Background: an optimization exercise with open tools, aiming at small area, a short achievable clock period and few clock cycles. Do not read the settings as production practice. Function was checked by simulation only, so behaviour that the tests miss may differ from the original. Power figures rest on the tool's default switching activity, not on a simulated workload.

==> inputs of run a <==
==> flow/design.v (excerpt) <==
module autocorrelation_top (
    input  logic               iClock,
    input  logic               rst_n,
    input  logic               sample_valid,
    input  acf_pkg::sample_t   sample,
    output logic               coef_valid,
    output acf_pkg::acf_coef_t coef,
    output logic               block_done,
    output logic               overrun
);
Settings: LEC_CHECK=0, CAP_MARGIN=20, CORE_MARGIN=2, CORE_UTILIZATION=40, SETUP_SLACK_MARGIN=4.5, SLEW_MARGIN=20, TNS_END_PERCENT=0; clock period 7.5 ns.
run.sh (not shown) runs the stock make flow with config.mk's settings and CLKGATE_MAP_FILE= SYNTH_SCRIPT=/design/flow/synth_recipe.tcl, a recipe that flattens the netlist after the stock synthesis.
==> run b (differences from run a) <==
--- a/flow/design.v
+++ b/flow/design.v
@@ -59,24 +59,17 @@
         for (int k = 0; k <= 4; k++) begin
             first[k] <= sample_valid && (cnt == CNT_W'(k));
         end
         last  <= sample_valid && (cnt == '1);
         v     <= sample_valid;
         neg   <= neg_d;
         one   <= one_d;
         two   <= two_d;
-    end
-    always_ff @(posedge iClock or negedge rst_n) begin
-        if (!rst_n) begin
-            x <= '0;
-            for (int i = 1; i <= 4; i++) begin
-                hist[i] <= '0;
-            end
-        end else if (sample_valid) begin
+        if (sample_valid) begin
             x <= sample;
             for (int i = 1; i <= 4; i++) begin
                 hist[i] <= (cnt == '0) ? '0 : ((i == 1) ? x : hist[i-1]);
             end
         end
     end
     acf_pkg::acc_t na0, nb0;
     acf_sq sq (
@@ -1876,80 +1869,45 @@
 endmodule
 module int_to_float (
     input  logic          iClock,
     input  acf_pkg::acc_t value,
     input  logic          signed_in,    
     output logic          sign,
     output logic          zero,
     output logic [5:0]    pos,
-    output logic [5:0]    lz,           
-    output logic          ext,
     output logic [23:0]   sig
 );
     localparam int MAG_W = acf_pkg::ACC_W;
-    logic             neg_in;
-    logic [MAG_W-1:0] ones;
     logic             a_sign;
     logic [MAG_W-1:0] a_mag;
-    logic [5:0]       a_lz;
-    logic [MAG_W-1:0] shifted;
-    logic             extra;
+    logic [5:0]       lz;
+    logic [MAG_W-1:0] norm_mag;
     function automatic logic [5:0] lead_zeros(input logic [MAG_W-1:0] v);
-        logic [63:0] w;
-        logic [31:0] z1;    
-        logic [31:0] c1;    
-        logic [15:0] z2;
-        logic [31:0] c2;    
-        logic [7:0]  z3;
-        logic [23:0] c3;    
-        logic [3:0]  z4;
-        logic [15:0] c4;    
-        logic [1:0]  z5;
-        logic [9:0]  c5;    
-        logic [5:0]  n;
-        w = {v, {(64 - MAG_W){1'b1}}};
-        for (int g = 0; g < 32; g++) begin
-            z1[g] = !(w[2*g+1] | w[2*g]);
-            c1[g] = !w[2*g+1];
-        end
-        for (int g = 0; g < 16; g++) begin
-            z2[g]         = z1[2*g+1] & z1[2*g];
-            c2[2*g +: 2]  = z1[2*g+1] ? {1'b1, c1[2*g]} : {1'b0, c1[2*g+1]};
-        end
-        for (int g = 0; g < 8; g++) begin
-            z3[g]         = z2[2*g+1] & z2[2*g];
-            c3[3*g +: 3]  = z2[2*g+1] ? {1'b1, c2[4*g +: 2]} : {1'b0, c2[4*g+2 +: 2]};
-        end
-        for (int g = 0; g < 4; g++) begin
-            z4[g]         = z3[2*g+1] & z3[2*g];
-            c4[4*g +: 4]  = z3[2*g+1] ? {1'b1, c3[6*g +: 3]} : {1'b0, c3[6*g+3 +: 3]};
-        end
-        for (int g = 0; g < 2; g++) begin
-            z5[g]         = z4[2*g+1] & z4[2*g];
-            c5[5*g +: 5]  = z4[2*g+1] ? {1'b1, c4[8*g +: 4]} : {1'b0, c4[8*g+4 +: 4]};
+        logic [5:0] n;
+        n = 6'(MAG_W);
+        for (int i = 0; i < MAG_W; i++) begin
+            if (v[i]) begin
+                n = 6'(MAG_W - 1 - i);
+            end
         end
-        n = z5[1] ? {1'b1, c5[4:0]} : {1'b0, c5[9:5]};
         lead_zeros = n;
     endfunction
-    assign neg_in = signed_in & value[MAG_W-1];
-    assign ones   = neg_in ? ~value : value;
     always_ff @(posedge iClock) begin
-        a_sign <= neg_in;
-        a_mag  <= neg_in ? -value : value;
-        a_lz   <= lead_zeros(ones);
+        a_sign <= signed_in & value[MAG_W-1];
+        a_mag  <= (signed_in & value[MAG_W-1]) ? -value : value;
+    end
+    assign lz       = lead_zeros(a_mag);
+    assign norm_mag = a_mag << lz;
+    always_ff @(posedge iClock) begin
+        sign <= a_sign;
+        zero <= (a_mag == '0);
+        pos  <= 6'(MAG_W - 1) - lz;
+        sig  <= norm_mag[MAG_W-1 -: 24];
     end
-    assign zero    = (a_lz == 6'(MAG_W)) && !a_sign;
-    assign shifted = a_mag << a_lz;
-    assign extra   = !shifted[MAG_W-1] && !zero;
-    assign sign    = a_sign;
-    assign pos     = 6'(MAG_W - 1) - a_lz + 6'(extra);
-    assign lz      = a_lz;
-    assign ext     = extra;
-    assign sig     = extra ? 24'h80_0000 : shifted[MAG_W-1 -: 24];
 endmodule
 module fp_divider (
     input  logic        iClock,
     input  logic        load,
     input  logic [23:0] sa,
     input  logic [23:0] sb,
     input  logic [25:0] sb3,
     output logic [25:0] q
@@ -1991,44 +1949,40 @@
     input  acf_pkg::acc_t [4:0]   sum_b,
     output logic                          coef_valid,
     output acf_pkg::acf_coef_t            coef,
     output logic                          block_done,
     output logic                          overrun
 );
     localparam int LAGS = 4;
     localparam int W    = acf_pkg::ACC_W;
-    localparam logic [4:0] T_REC = 5'd16;
+    localparam logic [4:0] T_REC = 5'd17;
     logic          busy;
     logic [4:0]    t;
     logic [LAGS:0] ld;       
     logic [LAGS:0] ld2;      
     logic          shift;
     acf_pkg::acc_t cs_a, cs_b;
-    localparam int LO_W = 16;
-    logic [LO_W:0]   cr_lo;
-    logic [W-LO_W-1:0] cr_a, cr_b;
+    acf_pkg::acc_t cr_a, cr_b;
     acf_pkg::acc_t snap [0:LAGS];
     logic          cv_sign, cv_zero;
     logic [5:0]    cv_pos;
-    logic [5:0]    cv_lz;
-    logic          cv_ext;
     logic [23:0]   cv_sig;
     logic [23:0]   sb;
     logic [25:0]   sb3;
+    logic [5:0]    p0;
     logic          z0;
     logic [25:0]   q     [1:LAGS];
-    logic [7:0]    ebias;    
-    logic          ext0;
     logic [7:0]    ebase [1:LAGS];
-    logic          lext  [1:LAGS];
     logic          lsign [1:LAGS];
     logic          lzero [1:LAGS];
     logic [3:0]    lag_r;
     acf_pkg::fp32_t norm_r;
+    acf_pkg::acc_t raw_r;
+    logic          ext_r;
     assign overrun = 1'b0;
     always_ff @(posedge iClock or negedge rst_n) begin
         if (!rst_n) begin
             busy       <= 1'b0;
             t          <= '0;
             coef_valid <= 1'b0;
             block_done <= 1'b0;
         end else begin
@@ -2059,103 +2013,90 @@
         cs_a = '0;
         cs_b = '0;
         for (int k = 0; k <= LAGS; k++) begin
             cs_a = cs_a | (ld[k] ? sum_a[k] : '0);
             cs_b = cs_b | (ld[k] ? sum_b[k] : '0);
         end
     end
     always_ff @(posedge iClock) begin
-        cr_lo <= {1'b0, cs_a[LO_W-1:0]} + {1'b0, cs_b[LO_W-1:0]};
-        cr_a  <= cs_a[W-1:LO_W];
-        cr_b  <= cs_b[W-1:LO_W];
+        cr_a <= cs_a;
+        cr_b <= cs_b;
     end
-    assign shift = (|ld2) || (busy && (t > T_REC) && (t <= T_REC + 5'(LAGS)));
+    assign shift = (|ld2) || (busy && (t >= T_REC) && (t < T_REC + 5'(LAGS)));
     always_ff @(posedge iClock) begin
         if (shift) begin
             for (int k = 0; k < LAGS; k++) begin
                 snap[k] <= snap[k+1];
             end
-            snap[LAGS] <= {cr_a + cr_b + (W-LO_W)'(cr_lo[LO_W]), cr_lo[LO_W-1:0]};
+            snap[LAGS] <= cr_a + cr_b;
         end
     end
     int_to_float conv0 (
         .iClock    (iClock),
         .value     (snap[LAGS]),
         .signed_in (t != 5'd1),
         .sign      (cv_sign),
         .zero      (cv_zero),
         .pos       (cv_pos),
-        .lz        (cv_lz),
-        .ext       (cv_ext),
         .sig       (cv_sig)
     );
-    always_ff @(posedge iClock or negedge rst_n) begin
-        if (!rst_n) begin
-            sb  <= '0;
-            sb3 <= '0;
-            ebias <= '0;
-            ext0  <= 1'b0;
-            z0  <= 1'b0;
-        end else begin
-            if (t == 5'd2) begin
-                sb    <= cv_sig;
-                z0    <= cv_zero;
-                ebias <= 8'd126 + 8'(cv_lz);
-                ext0  <= cv_ext;
-            end
-            if (t == 5'd3) begin
-                sb3   <= 26'(sb) + {1'b0, sb, 1'b0};
-            end
+    always_ff @(posedge iClock) begin
+        if (t == 5'd3) begin
+            sb  <= cv_sig;
+            sb3 <= 26'(cv_sig) + {1'b0, cv_sig, 1'b0};
+            p0  <= cv_pos;
+            z0  <= cv_zero;
         end
     end
     for (genvar k = 1; k <= LAGS; k++) begin : g_lane
         logic ld;
-        assign ld = (t == 5'(k + 2));
+        assign ld = (t == 5'(k + 3));
         fp_divider div (
             .iClock (iClock),
             .load   (ld),
             .sa     (cv_sig),
             .sb     (sb),
             .sb3    (sb3),
             .q      (q[k])
         );
         always_ff @(posedge iClock) begin
             if (ld) begin
-                ebase[k] <= ebias - 8'(cv_lz);
-                lext[k]  <= cv_ext;
+                ebase[k] <= 8'd126 + 8'(cv_pos) - 8'(p0);
                 lsign[k] <= cv_sign;
                 lzero[k] <= cv_zero | z0;
             end
         end
     end
     logic [2:0]     ri;
     acf_pkg::fp32_t rnorm;
     assign ri = 3'(t - T_REC);
     always_comb begin
         rnorm = z0 ? 32'h0 : 32'h3F80_0000;
         for (int k = 1; k <= LAGS; k++) begin
             if (ri == 3'(k)) begin
                 if (lzero[k]) begin
                     rnorm = '0;
                 end else if (q[k][25]) begin
-                    rnorm = {lsign[k], ebase[k] + 8'(lext[k]) - 8'(ext0) + 8'd1, q[k][24:2]};
+                    rnorm = {lsign[k], ebase[k] + 8'd1, q[k][24:2]};
                 end else begin
-                    rnorm = {lsign[k], ebase[k] + 8'(lext[k]) - 8'(ext0), q[k][23:1]};
+                    rnorm = {lsign[k], ebase[k], q[k][23:1]};
                 end
             end
         end
     end
     always_ff @(posedge iClock) begin
         lag_r  <= {1'b0, ri};
         norm_r <= rnorm;
+        raw_r  <= snap[0];
+        ext_r  <= snap[0][W-1] & (ri != 3'd0);
     end
     assign coef.lag     = lag_r;
     assign coef.norm    = norm_r;
-    assign coef.raw_sum = {{(43 - W){snap[0][W-1] & (lag_r != 4'd0)}}, snap[0]};
+    assign coef.raw_sum = {{(43 - W){ext_r}}, raw_r};
 endmodule
 module autocorrelation_top (
     input  logic               iClock,
     input  logic               rst_n,
     input  logic               sample_valid,
     input  acf_pkg::sample_t   sample,
     output logic               coef_valid,
     output acf_pkg::acf_coef_t coef,
==> flow/config.mk (replaced) <==
export PLATFORM = sky130hd
export DESIGN_NAME = autocorrelation_top
export DESIGN_NICKNAME = autocorrelation_top
export VERILOG_FILES = /design/flow/design.v
export SDC_FILE = /design/flow/constraint.sdc
export NUM_CORES = 4
export LEC_CHECK = 0
export CAP_MARGIN = 20
export CORE_MARGIN = 2
export CORE_UTILIZATION = 55
export SETUP_SLACK_MARGIN = 4.5
export SLEW_MARGIN = 20
export TNS_END_PERCENT = 0
==> notes.md <==
In the final layout, multi-input gates take up 56.9% of the cell area. The final net count is 10800, and the number of inserted filler cells in the final layout is 20700. Power comes to 47400 uW. Leaving out fill and tap cells, the most frequent cells in the layout are sky130_fd_sc_hd__inv_1, sky130_fd_sc_hd__dfxtp_1, sky130_fd_sc_hd__fa_1. After detailed routing, the wire length on met1 is 125000 um.

The tools report the global-route wire length before repair as 456000 um. The number of distinct library cells after synthesis is 101. The flow ran to the end and the layout has no timing, DRC or antenna violations. Combinational logic is responsible for 62.0% of the overall power. For the total sequential power, the log shows 11000 uW. After clock tree synthesis, the repair step resized 501 gates. The slowest stage of the critical path is the sky130_fd_sc_hd__dfrtp_4 cell.

The congestion estimate from routability-driven global placement came to 0.934. Among the stages of the critical path, the cell type that occurs most often is sky130_fd_sc_hd__buf_4. The worst register-to-register path has a setup slack of 3.89 ns.
(the above is from run a)
==> notes.md <==
The flow ran to the end and the layout has no timing, DRC or antenna violations. The net count of the finished layout is 10500. The number of distinct library cells after synthesis is 99.

At the end of routability-driven placement, the weighted congestion stood at 0.950. The slowest stage of the critical path is the sky130_fd_sc_hd__a2111oi_4 cell. In this run the register-to-register setup slack is 3.80 ns. The logs give 42400 uW for the total power and 10900 uW for the total sequential power.

Combinational logic is responsible for 57.9% of the overall power. In the final routing, the length of wire on met1 measures 115000 um. The logs give 431000 um for the global-route wire length before repair and 13600 for the number of inserted filler cells in the final layout. The number of detailed-route iterations in the first pass was 8.
(the above is from run b)
Testbench counts of run a, summed over its fixed seeds: cycles 22,272.
Testbench counts of run b, summed over its fixed seeds: cycles 22,528.

==> port drivers added, routing unchanged <==
No port has a modelled driver above. Below, the same layouts with a new extraction and two added sets of constraints.
Step 1 assumes that a clkbuf_16 drives the clock port and a buf_2 every other input.
Step 2 also shifts input and output timing later by t, the mid clock arrival at the registers, as if the neighbouring blocks saw the same clock.
a / b / c = ideal / step 1 / step 2; a / b = the first two.
| run | t, ns | slack for setup (ns) | worst data-port slew with drivers (ns) | cell pins on the clock port's net |
|---|---|---|---|---|
| run a | 0.869 | 3.889 / 3.889 / 3.770 | 0.05 | 1 |
| run b | 0.875 | 3.798 / 3.798 / 3.798 | 0.04 | 1 |
After both steps every run listed still meets setup and hold. For run a, which loses most, drivers alone change the setup slack by 0.000 ns; drivers and shift together by -0.119 ns.
